This design comes from an exercise in tuning for small area, a short achievable clock period and few clock cycles per item on the open sky130 flow, not from production work. In this exercise RTL edits were held to simulation tests only and were not proved equivalent to the original. Power and IR drop assume default switching activity.

Design conv_top, start of the top module:
module conv_top (
	input  logic        clk,
	input  logic        rst_n,
	input  logic        wb_cyc_i,
	input  logic        wb_stb_i,
	input  logic        wb_we_i,
	input  logic [5:0]  wb_adr_i,
	input  logic [31:0] wb_dat_i,
	output logic [31:0] wb_dat_o,
	output logic        wb_ack_o
);
Size in the first run: roughly 5,000 cells after synthesis, ~76 I/O pins.
clock: 11.0 ns
lec_check: 0
cap_margin: 20
core_margin: 2
core_utilization: 65
cts_buf_list: sky130_fd_sc_hd__clkbuf_8
cts_cluster_diameter: 50
cts_cluster_size: 18
setup_slack_margin: 5
slew_margin: 20
standard.sh (not shown) runs the stock make flow with config.mk's settings and CLKGATE_MAP_FILE= SYNTH_SCRIPT=/design/flow/synth_recipe.tcl, a recipe that flattens the netlist after the stock synthesis.
==> flow/flow/run.sh <==
#!/bin/bash
# The standard layout (standard.sh) with two changes:
#  - after the standard synthesis, flow/fa_polarity.py re-polarises the full adders
#    of the synthesized netlist to drop the inverters between them (same function,
#    same registers, same cells otherwise);
#  - the port buffers that ORFS puts on every input and output are BUF cells of
#    drive 4 instead of ORFS's default pick.
# MARGIN is ORFS's SETUP_SLACK_MARGIN (how far below the clock period the setup
# repair aims); the clock period and constraints are the standard flow's.
set -euo pipefail
MARGIN=5
PORTBUF=sky130_fd_sc_hd__buf_4
sed -e "s/SETUP_SLACK_MARGIN=[0-9.]*/SETUP_SLACK_MARGIN=$MARGIN/" \
    -e "s/ \"\${@:-finish}\"/ BUFFER_PORTS_ARGS=\"-buffer_cell $PORTBUF\" \"\${@:-finish}\"/" \
    standard.sh > standard_mod.sh
grep -q "SETUP_SLACK_MARGIN=$MARGIN" standard_mod.sh
grep -q "BUFFER_PORTS_ARGS" standard_mod.sh
R=$(pwd)/orfs/results/sky130hd/conv_top/base
bash standard_mod.sh synth > synth.log 2>&1
cp "$R/1_2_yosys.v" yosys_standard.v
python3 flow/fa_polarity.py yosys_standard.v "$R/1_2_yosys.v" > fa_polarity.log 2>&1
touch "$R/1_2_yosys.v"
bash standard_mod.sh do-1_synth > synth_odb.log 2>&1
bash standard_mod.sh > layout.log 2>&1
Other scripts of this flow, unchanged in this note and not shown: flow/flow/fa_polarity.py
The starting point completed without violations.
Testbench counts at the start, summed over its fixed seeds: cycles 11,761, jobs 512.
Edit:
--- a/flow/design.v
+++ b/flow/design.v
@@ -448,14 +448,15 @@
 				if (wr && wb_adr_i == 6'(16 + i)) wgt_v[i] <= 1'b1;
 			if (bias_w) bias <= wb_dat_i[3:0];
 		end
 	end
 	logic [31:0] prow0, prow1;
 	logic [11:0] wrow0, wrow1;
-	logic [31:0] x0_q, x1_q, x2_q;
-	logic [11:0] y0_q, y1_q, y2_q;
+	logic        q_pix, q_wgt;
+	logic [31:0] x0_q, x1_q;
+	logic [11:0] y0_q, y1_q;
 	always_comb begin
 		prow0 = '0;
 		prow1 = '0;
 		wrow0 = '0;
 		wrow1 = '0;
 		for (int i = 0; i < 16; i++) begin
@@ -466,36 +467,49 @@
 			wrow0 = wrow0 | ({12{sw0[i] & wgt_v[i]}} & wgt[i]);
 			wrow1 = wrow1 | ({12{sw1[i] & wgt_v[i]}} & wgt[i]);
 		end
 	end
 	always_ff @(posedge clk) begin
 		if (!rst_n) begin
-			y0_q <= '0;
-			y1_q <= '0;
-			y2_q <= '0;
+			q_pix <= 1'b0;
+			q_wgt <= 1'b0;
 		end else begin
-			y0_q <= pix_w ? wrow0 : (wgt_w ? wb_dat_i[11:0] : 12'd0);
-			y1_q <= wgt_w ? wrow0 : 12'd0;
-			y2_q <= pix_w ? wrow1 : (wgt_w ? wb_dat_i[11:0] : 12'd0);
+			q_pix <= pix_w;
+			q_wgt <= wgt_w;
 		end
 	end
 	always_ff @(posedge clk) begin
 		x0_q <= pix_w ? wb_dat_i : prow0;
-		x1_q <= pix_w ? prow0 : 32'd0;
-		x2_q <= pix_w ? wb_dat_i : prow1;
+		x1_q <= pix_w ? prow0 : prow1;
+		y0_q <= pix_w ? wrow0 : wb_dat_i[11:0];
+		y1_q <= pix_w ? wrow1 : wrow0;
 	end
 	logic [8:0] a [2][4];
 	logic [4:0] b [2][3];
 	always_comb begin
 		for (int x = 0; x < 4; x++) begin
-			a[0][x] = {1'b0, x0_q[(3-x)*8 +: 8]} - {1'b0, x1_q[(3-x)*8 +: 8]};
-			a[1][x] = {1'b0, x2_q[(3-x)*8 +: 8]} - {1'b0, x1_q[(3-x)*8 +: 8]};
+			if (q_pix) begin
+				a[0][x] = {1'b0, x0_q[(3-x)*8 +: 8]} - {1'b0, x1_q[(3-x)*8 +: 8]};
+				a[1][x] = a[0][x];
+			end else begin
+				a[0][x] = {1'b0, x0_q[(3-x)*8 +: 8]};
+				a[1][x] = {1'b0, x1_q[(3-x)*8 +: 8]};
+			end
 		end
 		for (int c = 0; c < 3; c++) begin
-			b[0][c] = {y0_q[(2-c)*4+3], y0_q[(2-c)*4 +: 4]} - {y1_q[(2-c)*4+3], y1_q[(2-c)*4 +: 4]};
-			b[1][c] = {y2_q[(2-c)*4+3], y2_q[(2-c)*4 +: 4]} - {y1_q[(2-c)*4+3], y1_q[(2-c)*4 +: 4]};
+			if (q_pix) begin
+				b[0][c] = {y0_q[(2-c)*4+3], y0_q[(2-c)*4 +: 4]};
+				b[1][c] = {y1_q[(2-c)*4+3], y1_q[(2-c)*4 +: 4]};
+			end else if (q_wgt) begin
+				b[0][c] = {y0_q[(2-c)*4+3], y0_q[(2-c)*4 +: 4]}
+					- {y1_q[(2-c)*4+3], y1_q[(2-c)*4 +: 4]};
+				b[1][c] = b[0][c];
+			end else begin
+				b[0][c] = '0;
+				b[1][c] = '0;
+			end
 		end
 	end
 	logic [17:0] acc_s [4];
 	logic [17:0] acc_c [4];
 	logic [17:0] nxt_s [4];
 	logic [17:0] nxt_c [4];
Outcome: Clock power increases by about 7%; power decreases by about 0.8%; sequential share of layout area decreases by 0.59 points; critical path depth is unchanged; clock skew increases by 10 ps; non-clock buffer count increases by 16; register-to-register slack is better by 20 ps; setup slack is worse by 8.7 ps; area after synthesis decreases by about 2.5%; first-iteration DRC count increases by about 3%; final area decreases by 1.7%; clock-buffer cell count increases by 3; cell count decreases by about 2.5%.
Testbench counts after the change, summed over its fixed seeds: cycles 11,761, jobs 512.

afterwards: timing with drivers on the ports:
The results above use ideal ports. As a check the final layouts listed here were re-extracted and re-timed, cells and wires unchanged.
Step 1 (the two cells are an assumption about what drives the block):
set clk [get_ports {clk}]
set_driving_cell -lib_cell sky130_fd_sc_hd__clkbuf_16 $clk
set_driving_cell -lib_cell sky130_fd_sc_hd__buf_2 [delete_from_list [all_inputs] $clk]
Step 2, shift: input delay + t, output delay - t, t = (earliest + latest rising clock arrival at the registers) / 2. This alone moves slack from input paths to output paths.
Slacks: ideal ports / drivers / drivers and shift; pairs: ideal ports / drivers.
run | t, ns | setup WS [ns] | worst setup path at the end | slew at the worst register clock pin (ns) | worst data-port slew with drivers (ns)
the first run | 0.873 | 5.066 / 5.005 / 5.005 | input to output | 0.12 / 0.12 | 0.13
the second run | 0.908 | 5.058 / 4.932 / 4.932 | input to output | 0.11 / 0.11 | 0.13
After both steps setup and hold are still met in every run listed. For the second run, which loses most, drivers alone change the setup slack by -0.126 ns; drivers and shift together by -0.126 ns.
